From an optimization exercise on the open Yosys and OpenROAD flow, aimed at small area; shortcuts taken in it are not production practice. Function was checked by simulation only, so behaviour that the tests miss may differ from the original. Power and IR drop assume default switching activity.

<file path="config.mk">
export PLATFORM = sky130hd
export DESIGN_NAME = diagonal_buffer
export DESIGN_NICKNAME = diagonal_buffer
export VERILOG_FILES = /design/flow/design.v
export SDC_FILE = /design/flow/constraint.sdc
export NUM_CORES = 4
export LEC_CHECK = 0
export CAP_MARGIN = 20
export CORE_MARGIN = 2
export CORE_UTILIZATION = 55
export PLACE_DENSITY = 0.8
export SLEW_MARGIN = 20
export SYNTH_HIERARCHICAL = 1
</file>
<file path="constraint.sdc">
create_clock -name core_clock -period 4.0 [get_ports {clock}]
set_input_delay 0.8000 -clock core_clock [delete_from_list [all_inputs] [get_ports {clock}]]
set_output_delay 0.8000 -clock core_clock [all_outputs]
set_load 0.01 [all_outputs]
</file>
<file path="design.v">
`timescale 1ns/1ps
package pixel_pkg;
	localparam int PIXEL_WIDTH = 8;
	typedef logic [PIXEL_WIDTH-1:0] pixel_t;
	localparam pixel_t PIXEL_MIN = '0;    
	localparam pixel_t PIXEL_MAX = '1;    
	localparam int NARROW_WIDTH = PIXEL_WIDTH + 2;
	localparam int WIDE_WIDTH = PIXEL_WIDTH + 3;
	localparam int NARROW_SAMPLE_MIN = -(2 ** (NARROW_WIDTH - 1));
	localparam int NARROW_SAMPLE_MAX = (2 ** (NARROW_WIDTH - 1)) - 1;
	localparam int WIDE_SAMPLE_MIN = -(2 ** (WIDE_WIDTH - 1));
	localparam int WIDE_SAMPLE_MAX = (2 ** (WIDE_WIDTH - 1)) - 1;
endpackage
`timescale 1ns/1ps
package diag_buffer_pkg;
	localparam int NARROW_LANES = 18;    
	localparam int WIDE_LANES = 9;
	localparam int LANES = NARROW_LANES + WIDE_LANES;
	localparam int WIDE_FIRST_LANE = NARROW_LANES / 2;
	localparam int NARROW_HIGH_FIRST_LANE = WIDE_FIRST_LANE + WIDE_LANES;
	localparam int DELAY_DEPTH = 9;
	localparam int LATENCY = DELAY_DEPTH + 1;
endpackage
`timescale 1ns/1ps
module pixel_classify #(
	parameter int SAMPLE_WIDTH = pixel_pkg::NARROW_WIDTH,
	parameter int PIXEL_WIDTH = pixel_pkg::PIXEL_WIDTH,
	parameter int GROUP_LANES = diag_buffer_pkg::WIDE_LANES
) (
	input logic rst,
	input logic signed [GROUP_LANES-1:0][SAMPLE_WIDTH-1:0] samples,
	output logic [GROUP_LANES-1:0] keep,        
	output logic [GROUP_LANES-1:0] overflow     
);
	localparam int SIGN_BIT = SAMPLE_WIDTH - 1;
	always_comb begin
		for (int lane = 0; lane < GROUP_LANES; lane++) begin
			keep[lane] = ~(samples[lane][SIGN_BIT] | rst);
			overflow[lane] = |samples[lane][SIGN_BIT-1:PIXEL_WIDTH];
		end
	end
endmodule
module pixel_saturate #(
	parameter int SAMPLE_WIDTH = pixel_pkg::NARROW_WIDTH,
	parameter int PIXEL_WIDTH = pixel_pkg::PIXEL_WIDTH,
	parameter int GROUP_LANES = diag_buffer_pkg::WIDE_LANES
) (
	input logic clock,
	input logic rst,
	input logic signed [GROUP_LANES-1:0][SAMPLE_WIDTH-1:0] samples,
	output logic [GROUP_LANES-1:0][PIXEL_WIDTH-1:0] pixels_n    
);
	if (SAMPLE_WIDTH < PIXEL_WIDTH + 2) begin : g_width_check
		$error("pixel_saturate: SAMPLE_WIDTH %0d too narrow for PIXEL_WIDTH %0d",
			SAMPLE_WIDTH, PIXEL_WIDTH);
	end
	logic [GROUP_LANES-1:0] keep;
	logic [GROUP_LANES-1:0] overflow;
	pixel_classify #(
		.SAMPLE_WIDTH(SAMPLE_WIDTH),
		.PIXEL_WIDTH(PIXEL_WIDTH),
		.GROUP_LANES(GROUP_LANES)
	) classify (
		.rst(rst),
		.samples(samples),
		.keep(keep),
		.overflow(overflow)
	);
	always_ff @(posedge clock) begin
		for (int lane = 0; lane < GROUP_LANES; lane++) begin
			pixels_n[lane] <= ~((samples[lane][PIXEL_WIDTH-1:0] | {PIXEL_WIDTH{overflow[lane]}})
				& {PIXEL_WIDTH{keep[lane]}});
		end
	end
endmodule
`timescale 1ns/1ps
module diagonal_delay_line #(
	parameter int LANES = diag_buffer_pkg::LANES,
	parameter int DEPTH = diag_buffer_pkg::DELAY_DEPTH,
	parameter int PIXEL_WIDTH = pixel_pkg::PIXEL_WIDTH
) (
	input logic clock,
	input logic load_n,    
	input logic keep_n,    
	input logic [LANES-1:0][PIXEL_WIDTH-1:0] pixel_in_n,    
	output logic [LANES-1:0][PIXEL_WIDTH-1:0] pixel_out
);
	if (DEPTH < 1) begin : g_depth_check
		$error("diagonal_delay_line: DEPTH must be at least 1, got %0d", DEPTH);
	end
	if (LANES < 1) begin : g_lane_check
		$error("diagonal_delay_line: LANES must be at least 1, got %0d", LANES);
	end
	localparam int W = LANES * PIXEL_WIDTH;
	logic [DEPTH-1:0][W-1:0] stage;
	logic [DEPTH-1:0] pol;
	always_ff @(posedge clock) begin
		stage[0] <= ~((pixel_in_n | {W{load_n}}) & (stage[0] | {W{keep_n}}));
		for (int s = 1; s < DEPTH; s++) begin
			stage[s] <= ~((stage[s-1] | {W{load_n}}) & (stage[s] | {W{keep_n}}));
		end
	end
	always_ff @(posedge clock) begin
		pol[0] <= ~keep_n & ~pol[0];
		for (int s = 1; s < DEPTH; s++) begin
			pol[s] <= (~load_n & ~pol[s-1]) | (~keep_n & ~pol[s]);
		end
	end
	assign pixel_out = stage[DEPTH-1] ^ {W{pol[DEPTH-1]}};
endmodule
`timescale 1ns/1ps
module diagonal_buffer #(
	parameter int PIXEL_WIDTH = pixel_pkg::PIXEL_WIDTH,
	parameter int NARROW_WIDTH = pixel_pkg::NARROW_WIDTH,
	parameter int WIDE_WIDTH = pixel_pkg::WIDE_WIDTH,
	parameter int NARROW_LANES = diag_buffer_pkg::NARROW_LANES,
	parameter int WIDE_LANES = diag_buffer_pkg::WIDE_LANES,
	parameter int DEPTH = diag_buffer_pkg::DELAY_DEPTH
) (
	input logic clock,
	input logic rst,
	input logic enable,
	input logic signed [NARROW_LANES-1:0][NARROW_WIDTH-1:0] narrow_samples,
	input logic signed [WIDE_LANES-1:0][WIDE_WIDTH-1:0] wide_samples,
	output logic [NARROW_LANES+WIDE_LANES-1:0][PIXEL_WIDTH-1:0] pixels
);
	localparam int LANES = NARROW_LANES + WIDE_LANES;
	localparam int SPLIT = NARROW_LANES / 2;
	logic [NARROW_LANES-1:0][PIXEL_WIDTH-1:0] narrow_pix;
	logic [WIDE_LANES-1:0][PIXEL_WIDTH-1:0] wide_pix;
	logic [LANES-1:0][PIXEL_WIDTH-1:0] ordered;
	pixel_saturate #(
		.SAMPLE_WIDTH(NARROW_WIDTH),
		.PIXEL_WIDTH(PIXEL_WIDTH),
		.GROUP_LANES(NARROW_LANES)
	) narrow_sat (
		.clock(clock),
		.rst(rst),
		.samples(narrow_samples),
		.pixels_n(narrow_pix)
	);
	pixel_saturate #(
		.SAMPLE_WIDTH(WIDE_WIDTH),
		.PIXEL_WIDTH(PIXEL_WIDTH),
		.GROUP_LANES(WIDE_LANES)
	) wide_sat (
		.clock(clock),
		.rst(rst),
		.samples(wide_samples),
		.pixels_n(wide_pix)
	);
	for (genvar lane = 0; lane < LANES; lane++) begin : g_order
		if (lane < SPLIT) begin : g_narrow_low
			assign ordered[lane] = narrow_pix[lane];
		end else if (lane < SPLIT + WIDE_LANES) begin : g_wide
			assign ordered[lane] = wide_pix[lane - SPLIT];
		end else begin : g_narrow_high
			assign ordered[lane] = narrow_pix[lane - WIDE_LANES];    
		end
	end
	logic load_n;
	logic keep_n;
	assign load_n = ~enable | rst;
	assign keep_n = enable | rst;
	diagonal_delay_line #(
		.LANES(LANES),
		.DEPTH(DEPTH),
		.PIXEL_WIDTH(PIXEL_WIDTH)
	) delay (
		.clock(clock),
		.load_n(load_n),
		.keep_n(keep_n),
		.pixel_in_n(ordered),
		.pixel_out(pixels)
	);
endmodule
</file>
<file path="flow/run.sh">
#!/bin/bash
# Standard layout, with the port buffers made from the smallest buffer cell
# and larger clock sink clusters.
set -euo pipefail
bash standard.sh \
  BUFFER_PORTS_ARGS="-buffer_cell sky130_fd_sc_hd__buf_1" \
  CTS_ARGS="-sink_clustering_enable -repair_clock_nets -sink_clustering_size 36 -sink_clustering_max_diameter 72 -dont_use_dummy_load" \
  finish > standard_flow.log 2>&1
</file>
<file path="standard.sh">
#!/bin/bash
# synth_recipe.tcl (not shown) runs the flow's synth.tcl, then flattens the netlist and writes it again
# the make line also repeats each setting of config.mk as NAME=value (left out here)
make -C /OpenROAD-flow-scripts/flow DESIGN_CONFIG=/design/flow/config.mk WORK_HOME=/design/flow/orfs CLKGATE_MAP_FILE= SYNTH_SCRIPT=/design/flow/synth_recipe.tcl "${@:-finish}"
</file>
==> impl_metrics.toml, run 1 <==
[clocking]
cts_tree = "yes"
cts_max_level = 3
cts-hold-fix-buffers = 0
cts_resized = 0
cts_made_buffers = 87
cts_sinks = 2169
root_buffer = "clkbuf_16"
worstSkewPairLatency_ps = 680
path_clk_slew_ps = 120
cts_max_path_buffers = 3
cts_setup_buffers = 0

[flow_run]
maxCapViolations = 0

[critical_path]
cp.required_ps = 3200
slowest_delay_ps = 450
cp-end-kind = "output port"
arrival_ps = 2230
path_max_fanout = 57
cp_cell_sequence = "buf_12, buf_4, xor2_1, buf_1"
worstSetupPathType = "flip-flop to output port"
crit_slowest_cell = "dfxtp_4"
critPathLaunchType = "flip-flop"

[logic_synthesis]
synth_top_cell_by_area = "dfxtp_1"
syn-cell-area_sq_mm = 0.0621
netlist_instances = 5071
ys_types = 12
yosys_register_bits = 2169
synth.net_count = 5353
synth_warnings = 11
synth_area_per_cell_sq_um = 12.2
synth_top_area_share_pct = 70.0
synthTopCellsByArea = "dfxtp_1 70%, o22ai_1 20%, xor2_1 3.0%"
ys_seq_area_share_pct = 70.0

[place]
io_buffer_count = 497
globalplace.congestion = 0.822
hpwlAfterDp_um = 77000
dp_slack_ps = 1050

[routing]
totalWireLength_um = 116000
route.detailed.drc = 0
dr.pass1.iters = 5
dr_total_vias = 38700
antenna_left = 0
wl_per_cell_um = 17.1
viasPerCell = 5.72
first_iter_violations = 2802

[die]
core_area_sq_mm = 0.112
rows = 123
die_area_sq_mm = 0.116
start_util_pct = 55.3
die_w_um = 340
io_pins = 498
die_y_um = 340

[global_route]
grt-ovfl-total = 0
grt_pass1_vias = 34800
grt.total_usage_pct = 19.1
antenna_found_initial = 3
grt_max_degree = 175
grt_pass1_wl_um = 184000

[sta]
setup_viol = 0
postLayoutSetupSlackWorst_ps = 972
rsz0062_at_grt = "no"
setup_tns_ps = 0
finalCritPeriodShare_pct = 75.7
slew_headroom_pct = 50.2
finalHoldViolCount = 0
worst_pin_slew_ps = 747
period_minus_slack_ps = 3030
slew_violations = 0
fin_skew_ps = 78.0
fmax_mhz = 330

[final_layout]
mostFrequentLayoutCell = "dfxtp_1"
diodes = 0
nNetsFinal = 5546
final_cell_mix = "2168 x dfxtp_1, 1952 x o22ai_1, 496 x buf_1"
area_growth_pct = 6.35
drive_gt1_share_pct = 3.36

[power]
p_leak_nw = 24.9
irDropWorstVdd_mv = 0.393
cellPowerDensity_mw_per_mm2 = 577

[min_path]
hp-class = "primary input to flip-flop"

[outcome]
status = "no timing/DRC/antenna violations"
final cells by class:
type,instances,area [sq um]
Clock buffer,87,2180
Timing Repair Buffer,583,3160
Tap cell,1500,1880
Sequential cell,2169,43400
Multi-Input combinational cell,2423,15400
Fill cell,8901,46200
stage by stage:
step | utilization [%] | total power, W | cell area, sq um | cells | hold slack [ps]
after floorplan | - | 0.0275 | 62100 | 5071 | 385
after global placement | 56.9 | 0.0285 | 63800 | 6675 | 395
after detailed placement | 56.9 | 0.0287 | 63800 | 6675 | 405
after CTS | 58.8 | 0.0384 | 66000 | 6762 | 200
after global routing | 58.8 | 0.0396 | 66000 | 6762 | 211
final | 58.8 | 0.0381 | 66000 | 6762 | 257
synth_stat cells:
cell type and n:
nor2_1 28, nand2b_1 1, buf_8 1, buf_6 127
clkbuf_1 5, o21ai_0 216, buf_4 38, dfxtp_1 2169
or2_1 10, buf_2 308, xor2_1 216, o22ai_1 1952
sequential cells by signal, summed over array words and instances (netlist names):
name / cells
delay.pol: 9
narrow_sat.pixels_n: 144
delay.stage: 1944
wide_sat.pixels_n: 72
report_power, final:
group | switching [W] | internal, W | leakage [nW] | total (W)
Clock | 0.00591 | 0.00392 | 1.07 | 0.00982
Combinational | 0.00192 | 0.00143 | 5.73 | 0.00335
Sequential | 0.00120 | 0.0237 | 18.1 | 0.0249
Total | 0.00902 | 0.0290 | 24.9 | 0.0381
final timing paths:
| path | start | end | slack (ps) | depth (start not counted) |
|---|---|---|---|---|
| worst max-delay path | delay.pol[8] | pixels[192] | 970 | 4 |
| worst min-delay path | wide_samples[26] | wide_sat.pixels_n[20] | 260 | 2 |
| worst max register to register | delay.pol[8] | delay.pol[8] | 2750 | 2 |
| worst min register to register | wide_sat.pixels_n[14] | delay.stage[86] | 340 | 1 |
critical path, delay by kind of cell, from the launching register on:
kind                   cells  cell delay, ps
buffers and inverters      3             840
flip-flops                 1             450
XOR/XNOR                   1             190
per-layer routing:
layer / up-vias / track usage (%) / share of wire (%)
li1: 19600 / - / -
met1: 18200 / 29.5 / 51
met2: 719 / 27.5 / 42
met3: 172 / 2.71 / 4.1
met4: 2 / 5.93 / 3.0
met5: - / 0 / 0.011
logic make-up after synthesis:
group	count (synthesis)	share of synthesized area, %
compound gates	2168	21.4
xor+xnor	216	3.05
buf+inv	479	5.30
flops	2169	70.0
simple gates	39	0.280
==> inputs of run 2 (changes only) <==
--- a/flow/run.sh
+++ b/flow/run.sh
@@ -7,2 +7,3 @@
   CTS_ARGS="-sink_clustering_enable -repair_clock_nets -sink_clustering_size 36 -sink_clustering_max_diameter 72 -dont_use_dummy_load" \
+  RECOVER_POWER=100 \
   finish > standard_flow.log 2>&1
--- a/config.mk
+++ b/config.mk
@@ -9,4 +9,4 @@
 export CORE_MARGIN = 2
-export CORE_UTILIZATION = 55
-export PLACE_DENSITY = 0.8
+export CORE_UTILIZATION = 50
+export PLACE_DENSITY = 0.75
 export SLEW_MARGIN = 20
==> run 2 against run 1 <==
  * Critical path type is now primary input to flip-flop
  * Hold slack worse by 23 ps
  * Global-route usage down 1.1 points
  * Cell area up 0.31%
  * Sequential share of layout area down 0.21 points
  * The layout now fails its checks (capacitance limit, slew limit)
  * Highest routed layer unchanged
  * Critical path depth unchanged
  * Via count down 0.66%
  * Sequential cell count unchanged
  * Non-clock buffer count unchanged
  * Clock power up 7%
  * Die area up 9.9%
  * Largest cell class unchanged
  * First-iteration DRC count down 1.3%
==> impl_metrics.toml, run 2 <==
[outcome]
status = "finished with violations"
violatedChecks = "capacitance limit, slew limit"

[final_layout]
top_register = "delay.stage"
final_cell_mix = "2168 x dfxtp_1, 1952 x o22ai_1, 490 x buf_1"
nNetsFinal = 5557
fill_cells = 10500
area_growth_pct = 6.68
mostFrequentLayoutCell = "dfxtp_1"
largest_register_ff_count = 1944
top_regs = "delay.stage (1944), narrow_sat.pixels_n (144), wide_sat.pixels_n (72)"
drive_gt1_share_pct = 3.22

[critical_path]
cp_cell_sequence = "clkbuf_1, or2_0, buf_6, o22ai_1"
critPathLaunchType = "primary input"
crit_slowest_cell = "or2_0"
path_max_fanout = 128
cp-end-kind = "flip-flop"
slowest_delay_ps = 1740
worstSetupPathType = "primary input to flip-flop"
cp.required_ps = 4520
arrival_ps = 4150

[routing]
wl_per_cell_um = 17.2
route.detailed.drc = 0
antenna_left = 0
first_iter_violations = 2766
totalWireLength_um = 119000
viasPerCell = 5.56
dr.pass1.iters = 5
dr_total_vias = 38400

[sta]
finalHoldViolCount = 0
period_minus_slack_ps = 3630
slew_headroom_pct = -52.8
worst_pin_slew_ps = 2290
holdWs_ps = 234
fmax_mhz = 275
fin_skew_ps = 108
slew_violations = 67
setup_viol = 0
finalCritPeriodShare_pct = 90.8
setup_tns_ps = 0
rsz0062_at_grt = "no"
postLayoutSetupSlackWorst_ps = 367

[logic_synthesis]
synth_top_area_share_pct = 70.0
synth_top_cell_by_area = "dfxtp_1"
ys_types = 12
synth_warnings = 11
synth.net_count = 5353
synth_edf_count = 0
ys.flop_type = "dfxtp_1"
syn-cell-area_sq_mm = 0.0621
ys_seq_area_share_pct = 70.0
netlist_instances = 5071
synth_area_per_cell_sq_um = 12.2
async_reset_ff_share_pct = 0
synth_common_cells = "2169 x dfxtp_1, 1952 x o22ai_1, 308 x buf_2, 216 x o21ai_0, 216 x xor2_1"
synth_most_common_cell = "dfxtp_1"
synthTopCellsByArea = "dfxtp_1 70%, o22ai_1 20%, xor2_1 3.0%"
yosys_register_bits = 2169

[clocking]
cts_sinks = 2169
root_buffer = "clkbuf_16"
cts_resized = 0
path_clk_slew_ps = 120
cts_max_path_buffers = 3
cts-hold-fix-buffers = 0
cts_made_buffers = 98
worstSkewPairLatency_ps = 720
cts_max_level = 3
cts_setup_buffers = 0
cts_tree = "yes"

[die]
die_w_um = 356
start_util_pct = 50.3
core_area_sq_mm = 0.123
die_y_um = 356
io_pins = 498
rows = 129
die_area_sq_mm = 0.127

[global_route]
antenna_found_initial = 12
grt_max_degree = 158
grt_pass1_vias = 34500
grt_pass1_wl_um = 187000
grt-ovfl-total = 0
grt.total_usage_pct = 17.9

[power]
clkPwrFrac_pct = 27.0
p_int_w = 0.0295
p_leak_nw = 24.9
cellPowerDensity_mw_per_mm2 = 584
irDropWorstVdd_mv = 0.390
sw_frac_of_total_pct = 23.7
combinationalPowerShare_pct = 8.6
p_sw_w = 0.00918
p_seq_share_pct = 64.4

[place]
hpwlAfterDp_um = 79400
globalplace.congestion = 0.839
dp_slack_ps = 1240
io_buffer_count = 497

[min_path]
hp-class = "primary input to flip-flop"

[flow_run]
maxCapViolations = 3
-- run 2: path summary, 6_finish.rpt --
kind	from	end	slack, ps	depth (start not counted)
worst max-delay path	rst	delay.stage[1222]	370	4
worst min-delay path	wide_samples[11]	wide_sat.pixels_n[8]	230	2
worst max register to register	delay.pol[8]	delay.pol[8]	2860	1
worst min register to register	narrow_sat.pixels_n[94]	delay.stage[166]	320	1
-- run 2: final cells by class --
cell class | count | area, sq um | area share (%)
antenna | 8 | 20.0 | 0.0302
clock buffer | 98 | 2450 | 3.70
multi-input combinational | 2423 | 15400 | 23.2
sequential | 2169 | 43400 | 65.6
tap | 1637 | 2050 | 3.09
timing repair buffer | 583 | 2910 | 4.40
-- run 2: cell families after synthesis --
family / Yosys count / share of synthesized area (%)
and+or+nand+nor: 39 / 0.280
AOI/OAI and AO/OA: 2168 / 21.4
xor gates and xnor gates: 216 / 3.05
DFF: 2169 / 70.0
buffers and inverters: 479 / 5.30
-- run 2: power by group through the flow --
| stage | Combinational [W] | Clock, W | Sequential, W |
|---|---|---|---|
| detailed placement | 0.00334 | 0 | 0.0254 |
| global route | 0.00366 | 0.0116 | 0.0252 |
| global placement | 0.00323 | 0 | 0.0253 |
| floorplan | 0.00251 | 0 | 0.0250 |
| finish | 0.00332 | 0.0105 | 0.0249 |
| CTS | 0.00335 | 0.0108 | 0.0249 |
-- run 2: critical path, delay by kind of cell --
| kind | cells | cell delay [ps] |
|---|---|---|
| simple gates | 1 | 1740 |
| buf+inv | 2 | 1240 |
| compound gates | 1 | 220 |
-- run 2: through the flow --
stage	std cells	util (%)	instance area (sq um)	power, W
floorplan	5071	-	62100	0.0275
global placement	6812	51.8	63900	0.0285
detailed placement	6812	51.8	63900	0.0287
CTS	6910	53.8	66400	0.0390
global route	6910	53.6	66200	0.0404
finish	6918	53.6	66200	0.0387
-- run 2: per-layer routing --
metal  vias to the layer above  GRT usage, %  wire, um
li1                      19700             -         -
met1                     17900          29.3     63800
met2                       686          24.2     47000
met3                       138          2.91      6100
met4                         8          4.58      2230
met5                         -             0        48
==> inputs of run 3 (changes only) <==
--- a/flow/run.sh
+++ b/flow/run.sh
@@ -7,3 +7,2 @@
   CTS_ARGS="-sink_clustering_enable -repair_clock_nets -sink_clustering_size 36 -sink_clustering_max_diameter 72 -dont_use_dummy_load" \
-  RECOVER_POWER=100 \
   finish > standard_flow.log 2>&1
==> run 3 against run 2 <==
  * Now clean on timing, DRC and antenna
  * Cell area grew 0.29%
  * Via count rose by 0.29%
  * Sequential share of layout area down 0.19 points
  * Area after synthesis did not move
  * Count of clock-buffer cells in the layout did not move
  * Combinational power barely moved
  * Clock skew increased by 0.83 ps
  * Fmax up 6.4%
==> impl_metrics.toml, run 3 <==
[logic_synthesis]
synth.net_count = 5353
netlist_instances = 5071
synthTopCellsByArea = "dfxtp_1 70%, o22ai_1 20%, xor2_1 3.0%"
synth_top_cell_by_area = "dfxtp_1"
syn-cell-area_sq_mm = 0.0621
synth_warnings = 11
ys_types = 12
ys_seq_area_share_pct = 70.0
synth_area_per_cell_sq_um = 12.2
synth_most_common_cell = "dfxtp_1"
async_reset_ff_share_pct = 0
synth_common_cells = "2169 x dfxtp_1, 1952 x o22ai_1, 308 x buf_2, 216 x o21ai_0, 216 x xor2_1"
synth_top_area_share_pct = 70.0
synth_edf_count = 0
yosys_register_bits = 2169
ys.flop_type = "dfxtp_1"

[power]
cellPowerDensity_mw_per_mm2 = 582
p_leak_nw = 25.1
total_power_w = 0.0387
irDropWorstVdd_mv = 0.389

[final_layout]
mostFrequentLayoutCell = "dfxtp_1"
area_growth_pct = 6.99
largest_register_ff_count = 1944
nNetsFinal = 5557
top_register = "delay.stage"
drive_gt1_share_pct = 3.57
top_regs = "delay.stage (1944), narrow_sat.pixels_n (144), wide_sat.pixels_n (72)"
final_cell_mix = "2168 x dfxtp_1, 1952 x o22ai_1, 496 x buf_1"
fill_cells = 10500

[critical_path]
path_depth = 3
worstSetupPathType = "flip-flop to output port"
arrival_ps = 2610
path_max_fanout = 35
slowest_delay_ps = 850
rr_startpoint = "delay.pol[8]"
crit_slowest_cell = "dfxtp_4"
reg2regPathDepth = 1
path_buf_inv = 2
cp.required_ps = 3200
crit_family = "flip-flops"
cp_cell_sequence = "buf_4, xor2_1, buf_1"
crit_path_start = "delay.pol[8]"
critPathLaunchType = "flip-flop"
cp-end-kind = "output port"

[global_route]
grt.total_usage_pct = 17.9
grt-ovfl-total = 0
antenna_found_initial = 12
grt_max_degree = 158
grt_pass1_wl_um = 187000
grt_pass1_vias = 34500

[die]
core_area_sq_mm = 0.123
io_pins = 498
die_w_um = 356
start_util_pct = 50.3
die_y_um = 356
rows = 129
die_area_sq_mm = 0.127

[routing]
totalWireLength_um = 119000
dr.pass1.iters = 6
first_iter_violations = 2912
viasPerCell = 5.57
route.detailed.drc = 0
antenna_left = 0
wl_per_cell_um = 17.2
dr_total_vias = 38600

[sta]
rsz0062_at_grt = "no"
slew_headroom_pct = 34.7
finalCritPeriodShare_pct = 85.3
worst_pin_slew_ps = 969
slew_violations = 0
setup_tns_ps = 0
setup_viol = 0
finalHoldViolCount = 0
holdWs_ps = 231
fmax_mhz = 293
fin_skew_ps = 109
period_minus_slack_ps = 3410

[outcome]
status = "no timing/DRC/antenna violations"

[place]
hpwlAfterDp_um = 79400
globalplace.congestion = 0.839
io_buffer_count = 497

[clocking]
cts_made_buffers = 98
cts_max_level = 3
cts_setup_buffers = 0
cts_tree = "yes"
cts_resized = 0
cts-hold-fix-buffers = 0
worstSkewPairLatency_ps = 720
path_clk_slew_ps = 120
root_buffer = "clkbuf_16"
cts_sinks = 2169
cts_max_path_buffers = 3

[min_path]
min-delay-start = "wide_samples[72]"
hp-class = "primary input to flip-flop"
holdPathStages = 2

[flow_run]
maxCapViolations = 0
-- run 3: final timing paths --
check	slack [ps]	endpoint
max	590	pixels[131]
min	230	wide_sat.pixels_n[54]
min reg2reg	320	delay.stage[166]
max reg2reg	2850	delay.pol[8]
-- run 3: area by class of cell --
cell class	count	area, sq um	share of cell area, %
Antenna cell	7	17.5	0.0264
Clock buffer	98	2450	3.69
Multi-Input combinational cell	2423	15400	23.1
Sequential cell	2169	43400	65.4
Tap cell	1637	2050	3.08
Timing Repair Buffer	583	3100	4.67
-- run 3: stage by stage --
step | cells | cell area (sq um) | setup slack [ps] | util, %
floorplan | 5071 | 62100 | 2160 | -
global placement | 6812 | 63900 | 1250 | 51.8
detailed placement | 6812 | 63900 | 1240 | 51.8
CTS | 6910 | 66400 | 452 | 53.8
global route | 6910 | 66400 | 368 | 53.8
finish | 6917 | 66400 | 586 | 53.8
-- run 3: per-layer routing --
layer	track usage (%)	wire length (um)	vias to the layer above
met5	0	48	-
met1	29.3	64200	18000
met4	4.58	2250	8
met3	2.91	5700	140
met2	24.2	47000	695
li1	-	-	19700
-- run 3: cells by family after synthesis --
logic type | Yosys count | share of synthesized area [%]
xor+xnor | 216 | 3.05
buf+inv | 479 | 5.30
compound gates | 2168 | 21.4
flops | 2169 | 70.0
simple gates | 39 | 0.280
-- run 3: report_power, final --
part,leakage (nW),switching (W),internal [W]
logic,5.70,0.00191,0.00143
clock network,1.21,0.00607,0.00437
registers,18.1,0.00119,0.0237
total,25.1,0.00917,0.0295

[static timing again, ports no longer ideal]
No port has a modelled driver above. Below, the same layouts with a new extraction and two added sets of constraints.
Step 1, drivers: a clkbuf_16 drives clock and a buf_2 each remaining input, both assumed.
Step 2 also shifts input and output timing later by t, the mid clock arrival at the registers, as if the neighbouring blocks saw the same clock.
a / b / c = ideal ports / drivers / drivers and shift; a / b = the first two.
run	t, ns	setup slack, ns	pins driven straight from the clock port
run 1	0.714	0.972 / 0.907 / 0.999	1
run 2	0.732	0.367 / 0.308 / -0.324	1
run 3	0.733	0.586 / 0.515 / 1.247	1
For run 2, which loses most, drivers alone change the setup slack by -0.059 ns; drivers and shift together by -0.691 ns.
